From an optimization exercise on the open Yosys and OpenROAD flow, aimed at small area; shortcuts taken in it are not production practice. Only simulation tests tie the RTL to the original design; equivalence was not proved. Power is estimated from default activity; no workload was simulated.

==> flow/config.mk <==
export PLATFORM = sky130hd
export DESIGN_NAME = la_capture_core
export DESIGN_NICKNAME = la_capture_core
export VERILOG_FILES = /design/flow/design.v
export SDC_FILE = /design/flow/constraint.sdc
export NUM_CORES = 4
export LEC_CHECK = 0
export CAP_MARGIN = 20
export CORE_MARGIN = 2
export CORE_UTILIZATION = 75
export SLEW_MARGIN = 20
export SYNTH_HIERARCHICAL = 1
export SYNTH_MINIMUM_KEEP_SIZE = 0
==> flow/constraint.sdc <==
create_clock -name core_clock -period 8.0 [get_ports {gclk}]
set_input_delay 1.6000 -clock core_clock [delete_from_list [all_inputs] [get_ports {gclk}]]
set_output_delay 1.6000 -clock core_clock [all_outputs]
set_load 0.01 [all_outputs]
==> flow/design.v <==
module la_capture_core #(
  parameter int WIDTH = 8,
  parameter int DEPTH = 256,
  parameter int AW    = $clog2(DEPTH)
) (
  input  logic             gclk,
  input  logic             gresetn,
  input  logic             arm,
  input  logic             abort,
  input  logic [WIDTH-1:0] probe_i,
  input  logic [WIDTH-1:0] trig_mask,
  input  logic [WIDTH-1:0] trig_value,
  input  logic [1:0]       trig_mode,
  input  logic [AW-1:0]    pre_count,
  output logic             busy,
  output logic             triggered,
  output logic             done,
  input  logic             rd_en,
  input  logic [AW-1:0]    rd_addr,
  output logic [WIDTH-1:0] rd_data,
  output logic             rd_valid
);
  logic                        in_pre;
  logic [DEPTH-1:0][WIDTH-1:0] sr;
  logic [AW-1:0]    cnt;
  logic [AW-1:0]    pre_q;
  logic [WIDTH-1:0] mask_q;
  logic [WIDTH-1:0] value_q;
  logic [1:0]       mode_q;
  logic             prev_match;
  logic             have_prev;    
  logic             wait_st;
  logic             start;
  logic             match;
  logic             change;
  logic             hit;
  logic             adv;
  logic             last;
  logic [AW-1:0]    cnt_inc;
  logic [AW-1:0]    rd_phys;
  logic [DEPTH-1:0] rd_sel;
  logic [WIDTH-1:0] rd_mux;
  always_comb begin
    wait_st = busy && !in_pre && !triggered;
    start   = arm && !busy;
    match   = ((probe_i ^ value_q) & mask_q) == '0;
    change  = ((probe_i ^ sr[0]) & mask_q) != '0;
    cnt_inc = cnt + AW'(1);
    rd_phys = cnt + ~rd_addr;
    hit     = 1'b0;
    case (mode_q)
      2'b00:   hit = match;
      2'b01:   hit = have_prev && match && !prev_match;
      2'b10:   hit = have_prev && !match && prev_match;
      default: hit = have_prev && change;
    endcase
    adv  = (wait_st && hit) || (busy && triggered);
    last = adv && (cnt == AW'(DEPTH - 1));
  end
  localparam int NL = (DEPTH + 2) / 3;
  logic [15:0] lo_n, hi_n;
  la_capture_pdec u_lo (.a(rd_phys[3:0]), .y_n(lo_n));
  la_capture_pdec u_hi (.a(rd_phys[7:4]), .y_n(hi_n));
  for (genvar i = 0; i < DEPTH; i++) begin : g_dec
    la_capture_nor2 u_nor (.a_n(lo_n[i % 16]), .b_n(hi_n[i / 16]), .y(rd_sel[i]));
  end
  for (genvar b = 0; b < WIDTH; b++) begin : g_rd
    logic [NL-1:0] leaf_n;
    for (genvar l = 0; l < NL; l++) begin : g_leaf
      localparam int K = (DEPTH - 3 * l) < 3 ? (DEPTH - 3 * l) : 3;
      logic [K-1:0] s, d;
      for (genvar k = 0; k < K; k++) begin : g_k
        assign s[k] = rd_sel[3 * l + k];
        assign d[k] = sr[3 * l + k][b];
      end
      la_capture_aoi #(.N(K)) u_aoi (.sel(s), .d(d), .y_n(leaf_n[l]));
    end
    assign rd_mux[b] = ~&leaf_n;
  end
  always_ff @(posedge gclk) begin
    sr <= {sr[DEPTH-2:0], done ? sr[DEPTH-1] : probe_i};
  end
  always_ff @(posedge gclk) begin
    prev_match <= match;
    have_prev  <= busy;
    if (start) begin
      mask_q  <= trig_mask;
      value_q <= trig_value;
      mode_q  <= trig_mode;
      pre_q   <= pre_count;
      cnt     <= '0;
    end else if (!wait_st || hit) begin
      cnt <= cnt_inc;
    end
  end
  always_ff @(posedge gclk or negedge gresetn) begin
    if (!gresetn) begin
      in_pre    <= 1'b0;
      busy      <= 1'b0;
      triggered <= 1'b0;
      done      <= 1'b0;
      rd_data   <= '0;
      rd_valid  <= 1'b0;
    end else begin
      rd_valid <= done && rd_en;
      if (done && rd_en) rd_data <= rd_mux;
      if (abort) begin
        in_pre    <= 1'b0;
        busy      <= 1'b0;
        triggered <= 1'b0;
        done      <= 1'b0;
      end else if (start) begin
        in_pre    <= pre_count != '0;
        busy      <= 1'b1;
        triggered <= 1'b0;
        done      <= 1'b0;
      end else begin
        if (in_pre && cnt_inc == pre_q) in_pre <= 1'b0;
        if (wait_st && hit) triggered <= 1'b1;
        if (last) begin
          busy <= 1'b0;
          done <= 1'b1;
        end
      end
    end
  end
endmodule
module la_capture_pdec (
  input  logic [3:0]  a,
  output logic [15:0] y_n
);
  logic [3:0] a_n;
  for (genvar j = 0; j < 4; j++) begin : g_inv
    la_capture_inv u_inv (.a(a[j]), .y(a_n[j]));
  end
  for (genvar i = 0; i < 16; i++) begin : g_nand
    la_capture_nand4 u_nand (
      .a(i[0] ? a[0] : a_n[0]),
      .b(i[1] ? a[1] : a_n[1]),
      .c(i[2] ? a[2] : a_n[2]),
      .d(i[3] ? a[3] : a_n[3]),
      .y(y_n[i])
    );
  end
endmodule
module la_capture_inv (
  input  logic a,
  output logic y
);
  assign y = ~a;
endmodule
module la_capture_nand4 (
  input  logic a,
  input  logic b,
  input  logic c,
  input  logic d,
  output logic y
);
  assign y = ~(a & b & c & d);
endmodule
module la_capture_nor2 (
  input  logic a_n,
  input  logic b_n,
  output logic y
);
  assign y = ~(a_n | b_n);
endmodule
module la_capture_aoi #(
  parameter int N = 3
) (
  input  logic [N-1:0] sel,
  input  logic [N-1:0] d,
  output logic         y_n
);
  assign y_n = ~|(sel & d);
endmodule
==> flow/flow/run.sh <==
#!/bin/bash
# Standard ORFS layout (the standard.sh), with two changes:
#  - port buffers use the smallest buffer, sky130_fd_sc_hd__buf_1;
#  - clock tree: clkbuf_8 sink clusters of at most 18 flops, no dummy loads.
set -euo pipefail
export BUFFER_PORTS_ARGS="-buffer_cell sky130_fd_sc_hd__buf_1"
export CTS_ARGS="-sink_clustering_enable -repair_clock_nets -dont_use_dummy_load -buf_list sky130_fd_sc_hd__clkbuf_8 -sink_clustering_size 18 -sink_clustering_max_diameter 40"
bash standard.sh > standard.log 2>&1
==> flow/standard.sh <==
#!/bin/bash
# synth_recipe.tcl (not shown) runs the flow's synth.tcl, then flattens the netlist and writes it again
# the make line also repeats each setting of config.mk as NAME=value (left out here)
make -C /OpenROAD-flow-scripts/flow DESIGN_CONFIG=/design/flow/config.mk WORK_HOME=/design/flow/orfs CLKGATE_MAP_FILE= SYNTH_SCRIPT=/design/flow/synth_recipe.tcl "${@:-finish}"
==> reports/qor.yml <==
setup_path:
  reg2reg_setup_slack_ns: 1.44
  critPathLaunch: "rd_addr[1]"
  max_stage_delay_ns: 1.01
  worst_setup_path_end_kind: "register"
  cp_cell_sequence: "buf_1 -> inv_1 -> ha_1 -> a21o_1 -> a21oi_1 -> nor2b_1 -> o21a_1 -> o41ai_1 -> xnor2_1 -> clkbuf_4 -> inv_1 -> nand4_1 -> nor2_1 -> a222oi_1 -> nand4_1 -> nor4_1 -> nand4_1 -> nor4_1 -> nor2_1"
  crit_slowest_cell: "nor4_1"
  path_class: "in -> reg"
  cp_max_fo: 16
  cp-start-kind: "input port"
  endpoint: "rd_data[0]"
  worstPathArrival_ns: 7.76
  worstReg2RegStart: "cnt[1]"
  reg2reg_depth: 17
  cp_common_cell: "nand4_1"
  cp.required_ns: 8.74
  r2r_end: "rd_data[0]"
synth:
  synth_warnings: 7
  synth-async-reset-ratio: 0.00620
  synth_seq_cells: 2097
  synthCells: 3493
  synth_area_leader_cell: "dfxtp_1"
  synth.yosys.seq_area_share: 0.798
  synth_top_area_share: 0.777
  syn_nets: 3549
  synth_ff_type: "dfxtp_1"
  synth_area_leaders: "dfxtp_1 (78%), a222oi_1 (13%), nand4_1 (2.5%)"
  syn_avg_cell_area_um2: 15.2
  synth-edff-count: 26
  synth_cell_types: 46
  synth_area_mm2: 0.0530
place:
  placed_cells: 4536
  gp_congestion: 1.02
  io_buffers: 58
  hpwl_mm: 105
clock_tree:
  path_clk_slew_ns: 0.10
  clk_path_buf_depth: 3
  tritoncts: "built"
  numCtsBuffers: 156
  clock_latency_ns: 0.87
  postCtsSetupBuffers: 0
  htreeDepth: 4
  cts_root_buf: "clkbuf_8"
  cts.sinks: 2097
  ctsHoldBuffers: 0
  cts_resized: 0
hold_path:
  hp-class: "reg -> reg"
timing:
  period_share: 0.879
  period_needed_ns: 7.03
  clock_skew_ns: 0.0972
  drv_slew: 0
  fmax_mhz: 142
  slew_headroom: 0.245
  tightest_slew_ns: 1.12
  fin_hold_ws_ns: 0.283
  setup_viol: 0
  hold_viol_final: 0
  rsz0062_at_grt: "false"
layout:
  drive_gt1_frac: 0.0613
  layout_commonest_cell: "dfxtp_1"
  fillers: 3655
  final_cell_mix: "dfxtp_1 (2058), a222oi_1 (680), nor2_1 (282)"
  fin_nets: 3812
  area_delta_synth_final_pct: 7.51
  stdcell_count: 4696
die:
  std_cell_rows: 97
  chipHeight_um: 270
  fp.dieArea_mm2: 0.0729
  initial_utilization: 0.757
  num_io_pins: 59
  core_area_mm2: 0.0700
  die_width_um: 270
global_route:
  grt_max_degree: 30
  grt_pass1_wl_mm: 221
  gr-usage-all-layers: 0.406
  antenna_found_initial: 3
  grt.overflow.total: 0
  grt_pass1_vias: 33959
routing:
  finalWirelength_mm: 151
  vias: 34636
  via_per_inst: 7.38
  post_drt_wl_per_cell_um: 32.1
  dr.pass1.iters: 14
  dr.first_iter.drc_count: 7902
  drtAntennaViolNets: 0
  drc: 0
status:
  outcome: "no timing/DRC/antenna violations"
power_and_ir_drop:
  ir_drop_uv: 253
  powerDensity_mw_per_mm2: 293
  power_leakage_nw: 20.9
flow_run:
  drv_cap: 0
## layout make-up
cell class | count | area [µm²] | area share
sequential | 2097 | 42300 | 0.742
multi-input combinational | 1365 | 10600 | 0.187
inverter | 25 | 93.8 | 0.00165
timing repair buffer | 111 | 656 | 0.0115
tap | 940 | 1180 | 0.0206
clock buffer | 156 | 2150 | 0.0377
antenna | 2 | 5.00 | 0.0000878
## stage by stage
step | setup TNS [ns] | total power, mW | area, µm² | setup WS [ns] | utilization
floorplan | 0 | 11.4 | 53000 | 2.65 | -
global placement | -0.425 | 12.0 | 54800 | -0.226 | 0.782
detailed placement | -0.123 | 12.1 | 54900 | -0.113 | 0.783
CTS | 0 | 16.6 | 57000 | 0.799 | 0.814
global route | 0 | 17.0 | 57000 | 0.888 | 0.814
finish | 0 | 16.7 | 57000 | 0.971 | 0.814
## registers in the layout, summed over array words and instances, names as in the netlist, 2 cells and up
name and cells:
cnt 8, rd_data 8, sr 2048, mask_q 8
mode_q 2, value_q 8, pre_q 8
## where the power goes
group | switching, mW | internal (mW) | total [mW]
sequential | 0.103 | 10.6 | 10.7
clock | 3.04 | 1.75 | 4.79
combinational | 0.952 | 0.262 | 1.21
total | 4.10 | 12.6 | 16.7
## cell usage after synthesis (8+ instances only)
cell and instances:
dfxtp_1 2058, a222oi_1 680, nor2_1 282, nand4_1 209, nor4_1 42, edfxtp_1 26
inv_1 25, xor2_1 21, nand2_1 15, or4_1 14, xnor2_1 14, a21oi_1 13
dfrtp_1 13, nand3_1 13, mux2_2 9, ha_1 8
## worst min path at each step
stage,startpoint,endpoint,slack [ns],cells past startpoint
6_report,sr[422],sr[430],0.28,0
5_1_grt,sr[888],sr[896],0.30,0
4_1_cts,sr[888],sr[896],0.28,0
3_5_place_dp,sr[1466],sr[1474],0.33,0
3_3_place_gp,sr[396],sr[404],0.33,0
2_1_floorplan,sr[1008],sr[1016],0.33,0
## modules after synthesis, one instance, submodules excluded, excerpt
| module | cells | flops+latches |
|---|---|---|
| la_capture_core | 2509 | 2097 |
| la_capture_inv | 1 | 0 |
| la_capture_nor2 | 1 | 0 |
| la_capture_nand4 | 1 | 0 |
## routing by layer
layer  wire, µm  share of wire  track usage  vias to the layer above
met1      57900           0.38        0.557                    17017
met3      18000           0.12       0.0909                      472
li1           -              -            -                    14517
met2      66700           0.44        0.618                     2626
met4       7950          0.053        0.196                        4
met5         36        0.00024            0                        -
## cells by family after synthesis
group,share of synthesized area
AOI/OAI and AO/OA,0.134
xor gates and xnor gates,0.00578
adders and majority gates,0.00226
buffers and inverters,0.00245
DFF,0.798
muxes,0.00257
and+or+nand+nor,0.0556
## critical path, delay by kind of cell
kind	cells	cell delay, ns
simple gates	8	3.19
buf+inv	4	0.61
xor+xnor	1	0.26
compound gates	5	1.77
fa+ha+maj	1	0.31

## port drivers added, routing unchanged
How much do the figures lean on ideal ports? The routed layout below was timed once more, with nothing changed but the port constraints.
Step 1, drivers: a clkbuf_16 drives gclk and a buf_2 each remaining input, both assumed.
Step 2 adds t to the input delays and takes it off the output delays; t is the mean of the earliest and latest rising clock arrival at the registers after step 1. Input paths then give back, and output paths get back, about the clock's delay inside the block.
a / b / c = ideal / step 1 / step 2; a / b = the first two.
t (ns): 0.889
setup WS [ns]: 0.971 / 1.017 / 0.128
hold slack, ns: 0.283 / 0.283 / 0.283
slew at the worst register clock pin (ns): 0.11 / 0.11
pins driven straight from the clock port: 1
After both steps this run still meets setup and hold. The setup slack of this run moves by +0.046 ns with the drivers and by -0.843 ns with both steps.
